This design comes from an exercise in tuning for small area on the open sky130 flow, not from production work. The RTL was checked by simulation tests, not by an equivalence proof against the original design. Power is estimated from default activity; no workload was simulated.

// ruhman_led_multi
module ruhman_led_multi #(
    parameter int unsigned N          = 16,
    parameter int unsigned CLK_PER_MS = 100,
    parameter int unsigned HP_W       = 16
) (
    input  logic         clk,
    input  logic         reset_n,
    input  logic         cs,
    input  logic         read,
    input  logic         write,
    input  logic [4:0]   addr,
    input  logic [31:0]  wr_data,
    output logic [31:0]  rd_data,
    output logic [N-1:0] dout
);
Size in the first run: ~3100 cells after synthesis, about 770 flip-flops, about 90 I/O pins, ~31000 µm² of cells after synthesis.
==> module ruhman_led_multi, before the edit <==
module ruhman_led_multi #(
    parameter int unsigned N          = 16,
    parameter int unsigned CLK_PER_MS = 100,
    parameter int unsigned HP_W       = 16
) (
    input  logic         clk,
    input  logic         reset_n,
    input  logic         cs,
    input  logic         read,
    input  logic         write,
    input  logic [4:0]   addr,
    input  logic [31:0]  wr_data,
    output logic [31:0]  rd_data,
    output logic [N-1:0] dout
);
    localparam int unsigned   PW        = (CLK_PER_MS > 1) ? $clog2(CLK_PER_MS) : 1;
    localparam logic [PW-1:0] PrescLast = PW'(CLK_PER_MS - 1);
    localparam logic [15:0]   RingInv   = 16'haaaa;
    logic [PW-1:0] presc_q;
    logic [3:0]    phase_q;    
    logic [3:0]    phase_n;
    logic          hold_q;     
    logic          win_q;      
    logic          ms_tick;
    logic          ph0, ph15;
    logic          bus_wr;
    logic          sync_sel;
    logic [15:0]   ch_hp   [N];
    logic [1:0]    ch_mode [N];
    logic [3:0]    ch_bc   [N];
    logic [N-1:0]  done_vec;
    logic          unused_bits;
    logic [15:0]   wd_hp;
    logic [15:0]   wd_hp_rot;
    logic          wd_hs;
    logic [1:0]    wd_mode;
    logic [3:0]    wd_bc;
    assign bus_wr      = cs && write;
    assign sync_sel    = bus_wr && (addr == 5'd16);
    assign ms_tick     = (presc_q == PrescLast);
    assign ph0         = (phase_q == 4'd0);
    assign ph15        = (phase_q == 4'd15);
    assign phase_n     = phase_q + 4'd1;
    assign unused_bits = read ^ (^wr_data);
    assign wd_hp       = reset_n ? wr_data[15:0] : 16'd0;
    assign wd_hs       = (wd_hp[15:1] == 15'd0);
    assign wd_mode     = reset_n ? wr_data[17:16] : 2'b00;
    assign wd_bc       = reset_n ? wr_data[23:20] : 4'd0;
    assign wd_hp_rot   = 16'({wd_hp, wd_hp} >> phase_n);
    always_ff @(posedge clk) begin
        if (!reset_n || ms_tick) presc_q <= '0;
        else                     presc_q <= presc_q + PW'(1);
    end
    always_ff @(posedge clk) begin
        if (!reset_n) begin
            phase_q <= '0;
            hold_q  <= 1'b0;
            win_q   <= 1'b0;
        end else begin
            win_q   <= ((ms_tick || hold_q) && ph15) || (win_q && !ph15);
            phase_q <= phase_n;
            hold_q  <= (ms_tick || hold_q) && !ph15;
        end
    end
    for (genvar i = 0; i < N; i++) begin : g_ch
        logic [15:0] hpr_q;        
        logic [15:0] cnr_q;        
        logic [15:0] hpr_v, cnr_v;  
        logic [1:0]  mode_q;
        logic [3:0]  bc_q;
        logic        hs_q;         
        logic        cy_q;         
        logic        stp_q;        
        logic [3:0]  nb_q;         
        logic        led_q, done_q;
        logic        cfg_wr, ld, restart, run, reached, step, adv, clr;
        logic        cy_eff, cbit, nbit, match;
        assign cfg_wr  = bus_wr && (addr == 5'(i));
        assign ld      = cfg_wr || !reset_n;
        assign restart = cfg_wr || (sync_sel && wr_data[i] && mode_q[1]);
        assign run     = ms_tick && mode_q[1] && !done_q && !restart;
        assign reached = stp_q || hs_q;
        assign step    = run && reached;
        assign adv     = run && !reached;
        assign clr     = restart || step;    
        assign hpr_v   = hpr_q ^ RingInv;
        assign cnr_v   = cnr_q ^ RingInv;
        assign cy_eff  = cy_q && !hold_q;
        assign cbit    = cnr_v[0] ^ ph0;      
        assign nbit    = cbit ^ cy_eff;       
        assign match   = (nbit == hpr_v[0]);
        always_ff @(posedge clk) begin
            if (ld) begin
                hpr_q  <= wd_hp_rot ^ RingInv;
                mode_q <= wd_mode;
                bc_q   <= wd_bc;
                hs_q   <= wd_hs;
            end else begin
                hpr_q  <= {hpr_v[0], hpr_v[15:1]} ^ RingInv;
            end
        end
        always_ff @(posedge clk) begin
            if (clr) begin
                cnr_q <= RingInv;
                cy_q  <= 1'b0;
                stp_q <= 1'b0;
            end else begin
                cnr_q <= {cnr_v[0] ^ cy_eff, cnr_v[15:1]} ^ RingInv;
                if (adv)         cy_q <= 1'b1;
                else if (!hold_q) cy_q <= cy_q && cbit;
                if (win_q) stp_q <= (ph0 || stp_q) && match;
            end
        end
        always_ff @(posedge clk) begin
            if (!reset_n) begin
                led_q  <= 1'b0;
                done_q <= 1'b0;
            end else if (restart) begin
                nb_q   <= '0;
                done_q <= 1'b0;
                led_q  <= cfg_wr ? (wr_data[17:16] != 2'b00) : 1'b1;
            end else if (step) begin
                led_q <= !led_q;
                if (mode_q[0] && led_q) begin
                    nb_q   <= nb_q + 4'd1;
                    done_q <= (nb_q + 4'd1 == bc_q);
                end
            end
        end
        assign dout[i]     = led_q;
        assign done_vec[i] = done_q;
        assign ch_hp[i]    = hpr_v;
        assign ch_mode[i]  = mode_q;
        assign ch_bc[i]    = bc_q;
    end
    logic [N-1:0] rd_sel;
    logic [21:0]  rd_ch;
    logic [15:0]  rd_hpr;
    always_comb begin
        rd_ch = '0;
        for (int i = 0; i < N; i++) begin
            rd_sel[i] = (addr == 5'(i));
            rd_ch = rd_ch | ({ch_bc[i], ch_mode[i], ch_hp[i]} & {22{rd_sel[i]}});
        end
        rd_hpr = 16'({rd_ch[15:0], rd_ch[15:0]} >> (5'd16 - {1'b0, phase_q}));
        rd_data = {8'h00, rd_ch[21:18], 2'b00, rd_ch[17:16], rd_hpr};
        if (addr == 5'd17) begin
            rd_data[N-1:0]  = dout;
            rd_data[16 +: N] = done_vec;
        end
    end
endmodule
export LEC_CHECK = 0
export CAP_MARGIN = 20
export CORE_MARGIN = 2
export CORE_UTILIZATION = 40
export CTS_CLUSTER_DIAMETER = 100
export CTS_CLUSTER_SIZE = 28
export SLEW_MARGIN = 20
create_clock -name core_clock -period 10.0 [get_ports {clk}]
run.sh (not shown) runs the stock make flow with config.mk's settings and CLKGATE_MAP_FILE= SYNTH_SCRIPT=/design/flow/synth_recipe.tcl, a recipe that flattens the netlist after the stock synthesis.
Change:
--- a/flow/design.v
+++ b/flow/design.v
@@ -43,13 +43,19 @@
     assign phase_n     = phase_q + 4'd1;
     assign unused_bits = read ^ (^wr_data);
     assign wd_hp       = reset_n ? wr_data[15:0] : 16'd0;
     assign wd_hs       = (wd_hp[15:1] == 15'd0);
     assign wd_mode     = reset_n ? wr_data[17:16] : 2'b00;
     assign wd_bc       = reset_n ? wr_data[23:20] : 4'd0;
-    assign wd_hp_rot   = 16'({wd_hp, wd_hp} >> phase_n);
+    always_comb begin
+        wd_hp_rot = {wd_hp[0], wd_hp[15:1]};
+        if (phase_q[0]) wd_hp_rot = {wd_hp_rot[0], wd_hp_rot[15:1]};
+        if (phase_q[1]) wd_hp_rot = {wd_hp_rot[1:0], wd_hp_rot[15:2]};
+        if (phase_q[2]) wd_hp_rot = {wd_hp_rot[3:0], wd_hp_rot[15:4]};
+        if (phase_q[3]) wd_hp_rot = {wd_hp_rot[7:0], wd_hp_rot[15:8]};
+    end
     always_ff @(posedge clk) begin
         if (!reset_n || ms_tick) presc_q <= '0;
         else                     presc_q <= presc_q + PW'(1);
     end
     always_ff @(posedge clk) begin
         if (!reset_n) begin
@@ -139,13 +145,17 @@
     always_comb begin
         rd_ch = '0;
         for (int i = 0; i < N; i++) begin
             rd_sel[i] = (addr == 5'(i));
             rd_ch = rd_ch | ({ch_bc[i], ch_mode[i], ch_hp[i]} & {22{rd_sel[i]}});
         end
-        rd_hpr = 16'({rd_ch[15:0], rd_ch[15:0]} >> (5'd16 - {1'b0, phase_q}));
+        rd_hpr = rd_ch[15:0];
+        if (phase_q[0]) rd_hpr = {rd_hpr[14:0], rd_hpr[15]};
+        if (phase_q[1]) rd_hpr = {rd_hpr[13:0], rd_hpr[15:14]};
+        if (phase_q[2]) rd_hpr = {rd_hpr[11:0], rd_hpr[15:12]};
+        if (phase_q[3]) rd_hpr = {rd_hpr[7:0], rd_hpr[15:8]};
         rd_data = {8'h00, rd_ch[21:18], 2'b00, rd_ch[17:16], rd_hpr};
         if (addr == 5'd17) begin
             rd_data[N-1:0]  = dout;
             rd_data[16 +: N] = done_vec;
         end
     end
Final area goes down by about 1.5%.
Global-route usage goes down by 1.5 points.
Non-clock buffer count goes down by 12.
Critical path depth stays the same.
Wire length goes down by about 6%.
First-iteration DRC count goes up by about 1.4%.
Sequential cell count is unchanged.
Worst setup slack gets worse by 0.049 ns.
Cell count goes down by about 1.7%.
Die area goes down by about 1.3%.
Clock power goes up by about 2%.
Sequential share of layout area goes up by 0.76 points.

========
The RTL this note starts from:
==> flow/design.v <==
module ruhman_led_multi #(
    parameter int unsigned N          = 16,
    parameter int unsigned CLK_PER_MS = 100,
    parameter int unsigned HP_W       = 16
) (
    input  logic         clk,
    input  logic         reset_n,
    input  logic         cs,
    input  logic         read,
    input  logic         write,
    input  logic [4:0]   addr,
    input  logic [31:0]  wr_data,
    output logic [31:0]  rd_data,
    output logic [N-1:0] dout
);
    localparam int unsigned   PW        = (CLK_PER_MS > 1) ? $clog2(CLK_PER_MS) : 1;
    localparam logic [PW-1:0] PrescLast = PW'(CLK_PER_MS - 1);
    logic [PW-1:0] presc_q;
    logic [3:0]    phase_q;    
    logic [3:0]    phase_n;
    logic          hold_q;     
    logic          ms_tick;
    logic          ph0, ph15;
    logic          bus_wr;
    logic          sync_sel;
    logic [15:0]   ch_hp   [N];
    logic [1:0]    ch_mode [N];
    logic [3:0]    ch_bc   [N];
    logic [N-1:0]  done_vec;
    logic          unused_bits;
    logic [15:0]   wd_hp;
    logic [15:0]   wd_hp_rot;
    logic          wd_hs;
    logic [1:0]    wd_mode;
    logic [3:0]    wd_bc;
    assign bus_wr      = cs && write;
    assign sync_sel    = bus_wr && (addr == 5'd16);
    assign ms_tick     = (presc_q == PrescLast);
    assign ph0         = (phase_q == 4'd0);
    assign ph15        = (phase_q == 4'd15);
    assign phase_n     = phase_q + 4'd1;
    assign unused_bits = read ^ (^wr_data);
    assign wd_hp       = reset_n ? wr_data[15:0] : 16'd0;
    assign wd_hs       = (wd_hp[15:1] == 15'd0);
    assign wd_mode     = reset_n ? wr_data[17:16] : 2'b00;
    assign wd_bc       = reset_n ? wr_data[23:20] : 4'd0;
    assign wd_hp_rot   = 16'({wd_hp, wd_hp} >> phase_n);
    always_ff @(posedge clk) begin
        if (!reset_n || ms_tick) presc_q <= '0;
        else                     presc_q <= presc_q + PW'(1);
    end
    always_ff @(posedge clk) begin
        if (!reset_n) begin
            phase_q <= '0;
            hold_q  <= 1'b0;
        end else begin
            phase_q <= phase_n;
            hold_q  <= (ms_tick || hold_q) && !ph15;
        end
    end
    for (genvar i = 0; i < N; i++) begin : g_ch
        logic [15:0] hpr_q;        
        logic [15:0] cnr_q;        
        logic [1:0]  mode_q;
        logic [3:0]  bc_q;
        logic        hs_q;         
        logic        cy_q;         
        logic        eq_q;         
        logic        stp_q;        
        logic [3:0]  nb_q;         
        logic        led_q, done_q;
        logic        cfg_wr, ld, restart, run, reached, step, adv, clr;
        logic        cy_eff, cbit, nbit, match;
        assign cfg_wr  = bus_wr && (addr == 5'(i));
        assign ld      = cfg_wr || !reset_n;
        assign restart = cfg_wr || (sync_sel && wr_data[i] && mode_q[1]);
        assign run     = ms_tick && mode_q[1] && !done_q && !restart;
        assign reached = stp_q || hs_q;
        assign step    = run && reached;
        assign adv     = run && !reached;
        assign clr     = restart || step;    
        assign cy_eff  = cy_q && !hold_q;
        assign cbit    = cnr_q[0] ^ ph0;      
        assign nbit    = cbit ^ cy_eff;       
        assign match   = (nbit == hpr_q[0]);
        always_ff @(posedge clk) begin
            if (ld) begin
                hpr_q  <= wd_hp_rot;
                mode_q <= wd_mode;
                bc_q   <= wd_bc;
                hs_q   <= wd_hs;
            end else begin
                hpr_q  <= {hpr_q[0], hpr_q[15:1]};
            end
        end
        always_ff @(posedge clk) begin
            if (clr) begin
                cnr_q <= '0;
                cy_q  <= 1'b0;
                eq_q  <= 1'b0;
                stp_q <= 1'b0;
            end else begin
                cnr_q <= {cnr_q[0] ^ cy_eff, cnr_q[15:1]};
                if (adv)         cy_q <= 1'b1;
                else if (!hold_q) cy_q <= cy_q && cbit;
                eq_q  <= (ph0 || eq_q) && match;
                if (ph15) stp_q <= eq_q && match;
            end
        end
        always_ff @(posedge clk) begin
            if (!reset_n) begin
                led_q  <= 1'b0;
                done_q <= 1'b0;
            end else if (restart) begin
                nb_q   <= '0;
                done_q <= 1'b0;
                led_q  <= cfg_wr ? (wr_data[17:16] != 2'b00) : 1'b1;
            end else if (step) begin
                led_q <= !led_q;
                if (mode_q[0] && led_q) begin
                    nb_q   <= nb_q + 4'd1;
                    done_q <= (nb_q + 4'd1 == bc_q);
                end
            end
        end
        assign dout[i]     = led_q;
        assign done_vec[i] = done_q;
        assign ch_hp[i]    = hpr_q;
        assign ch_mode[i]  = mode_q;
        assign ch_bc[i]    = bc_q;
    end
    logic [15:0] rd_hpr;
    always_comb begin
        rd_hpr = '0;
        for (int i = 0; i < N; i++) begin
            if (addr == 5'(i)) rd_hpr = ch_hp[i];
        end
    end
    always_comb begin
        rd_data = '0;
        for (int i = 0; i < N; i++) begin
            if (addr == 5'(i)) rd_data[23:16] = {ch_bc[i], 2'b00, ch_mode[i]};
        end
        if (addr[4] == 1'b0) rd_data[15:0] = 16'({rd_hpr, rd_hpr} >> (5'd16 - {1'b0, phase_q}));
        if (addr == 5'd17) begin
            rd_data[N-1:0]  = dout;
            rd_data[16 +: N] = done_vec;
        end
    end
endmodule
export LEC_CHECK = 0
export CAP_MARGIN = 20
export CORE_MARGIN = 2
export CORE_UTILIZATION = 40
export SLEW_MARGIN = 20
create_clock -name core_clock -period 10.0 [get_ports {clk}]
Then changed:
--- a/flow/design.v
+++ b/flow/design.v
@@ -16,8 +16,10 @@
     localparam int unsigned   PW        = (CLK_PER_MS > 1) ? $clog2(CLK_PER_MS) : 1;
     localparam logic [PW-1:0] PrescLast = PW'(CLK_PER_MS - 1);
+    localparam logic [15:0]   RingInv   = 16'haaaa;
     logic [PW-1:0] presc_q;
     logic [3:0]    phase_q;    
     logic [3:0]    phase_n;
     logic          hold_q;     
+    logic          win_q;      
     logic          ms_tick;
     logic          ph0, ph15;
@@ -54,5 +56,7 @@
             phase_q <= '0;
             hold_q  <= 1'b0;
+            win_q   <= 1'b0;
         end else begin
+            win_q   <= ((ms_tick || hold_q) && ph15) || (win_q && !ph15);
             phase_q <= phase_n;
             hold_q  <= (ms_tick || hold_q) && !ph15;
@@ -62,9 +66,9 @@
         logic [15:0] hpr_q;        
         logic [15:0] cnr_q;        
+        logic [15:0] hpr_v, cnr_v;  
         logic [1:0]  mode_q;
         logic [3:0]  bc_q;
         logic        hs_q;         
         logic        cy_q;         
-        logic        eq_q;         
         logic        stp_q;        
         logic [3:0]  nb_q;         
@@ -80,30 +84,30 @@
         assign adv     = run && !reached;
         assign clr     = restart || step;    
+        assign hpr_v   = hpr_q ^ RingInv;
+        assign cnr_v   = cnr_q ^ RingInv;
         assign cy_eff  = cy_q && !hold_q;
-        assign cbit    = cnr_q[0] ^ ph0;      
+        assign cbit    = cnr_v[0] ^ ph0;      
         assign nbit    = cbit ^ cy_eff;       
-        assign match   = (nbit == hpr_q[0]);
+        assign match   = (nbit == hpr_v[0]);
         always_ff @(posedge clk) begin
             if (ld) begin
-                hpr_q  <= wd_hp_rot;
+                hpr_q  <= wd_hp_rot ^ RingInv;
                 mode_q <= wd_mode;
                 bc_q   <= wd_bc;
                 hs_q   <= wd_hs;
             end else begin
-                hpr_q  <= {hpr_q[0], hpr_q[15:1]};
+                hpr_q  <= {hpr_v[0], hpr_v[15:1]} ^ RingInv;
             end
         end
         always_ff @(posedge clk) begin
             if (clr) begin
-                cnr_q <= '0;
+                cnr_q <= RingInv;
                 cy_q  <= 1'b0;
-                eq_q  <= 1'b0;
                 stp_q <= 1'b0;
             end else begin
-                cnr_q <= {cnr_q[0] ^ cy_eff, cnr_q[15:1]};
+                cnr_q <= {cnr_v[0] ^ cy_eff, cnr_v[15:1]} ^ RingInv;
                 if (adv)         cy_q <= 1'b1;
                 else if (!hold_q) cy_q <= cy_q && cbit;
-                eq_q  <= (ph0 || eq_q) && match;
-                if (ph15) stp_q <= eq_q && match;
+                if (win_q) stp_q <= (ph0 || stp_q) && match;
             end
         end
@@ -126,21 +130,19 @@
         assign dout[i]     = led_q;
         assign done_vec[i] = done_q;
-        assign ch_hp[i]    = hpr_q;
+        assign ch_hp[i]    = hpr_v;
         assign ch_mode[i]  = mode_q;
         assign ch_bc[i]    = bc_q;
     end
-    logic [15:0] rd_hpr;
+    logic [N-1:0] rd_sel;
+    logic [21:0]  rd_ch;
+    logic [15:0]  rd_hpr;
     always_comb begin
-        rd_hpr = '0;
+        rd_ch = '0;
         for (int i = 0; i < N; i++) begin
-            if (addr == 5'(i)) rd_hpr = ch_hp[i];
+            rd_sel[i] = (addr == 5'(i));
+            rd_ch = rd_ch | ({ch_bc[i], ch_mode[i], ch_hp[i]} & {22{rd_sel[i]}});
         end
-    end
-    always_comb begin
-        rd_data = '0;
-        for (int i = 0; i < N; i++) begin
-            if (addr == 5'(i)) rd_data[23:16] = {ch_bc[i], 2'b00, ch_mode[i]};
-        end
-        if (addr[4] == 1'b0) rd_data[15:0] = 16'({rd_hpr, rd_hpr} >> (5'd16 - {1'b0, phase_q}));
+        rd_hpr = 16'({rd_ch[15:0], rd_ch[15:0]} >> (5'd16 - {1'b0, phase_q}));
+        rd_data = {8'h00, rd_ch[21:18], 2'b00, rd_ch[17:16], rd_hpr};
         if (addr == 5'd17) begin
             rd_data[N-1:0]  = dout;
What happened: The changed run passed the timing, DRC and antenna checks. Routed wire length came out higher by a few percent. Sequential power fell slightly. Clock-buffer cell count increases by 5. Register-to-register slack is better by 0.31 ns. Core utilization goes up by 0.29 points. Clock skew drops by 0.0035 ns. First-iteration DRC count went up by about a fifth. Power came out lower by a few percent. Worst setup slack gets better by 0.011 ns. Global-route usage goes up by 2.9 points. Synthesized cell count rose slightly. Die area drops by a little under a tenth. Via count falls slightly. Clock power stays flat.

==> re-timing with driven ports <==
The results above use ideal ports. As a check the final layouts listed here were re-extracted and re-timed, cells and wires unchanged.
Step 1, drivers: a clkbuf_16 drives clk and a buf_2 each remaining input, both assumed.
Step 2 adds t to the input delays and takes it off the output delays; t is the mean of the earliest and latest rising clock arrival at the registers after step 1. Input paths then give back, and output paths get back, about the clock's delay inside the block.
a / b / c = ideal / step 1 / step 2; a / b = the first two.
run	t, ns	setup WS [ns]	worst setup path at the end
the first run of note 1	0.663	1.063 / 1.040 / 1.040	input to output
the second run of note 1	0.671	1.014 / 0.993 / 0.993	input to output
the first run of note 2	0.701	1.002 / 0.973 / 0.973	input to output
the second run of note 2	0.694	1.014 / 0.990 / 0.990	input to output
After both steps setup and hold are still met in every run listed. The setup slack of the first run of note 2, which loses most, moves by -0.029 ns with the drivers and by -0.029 ns with both steps.
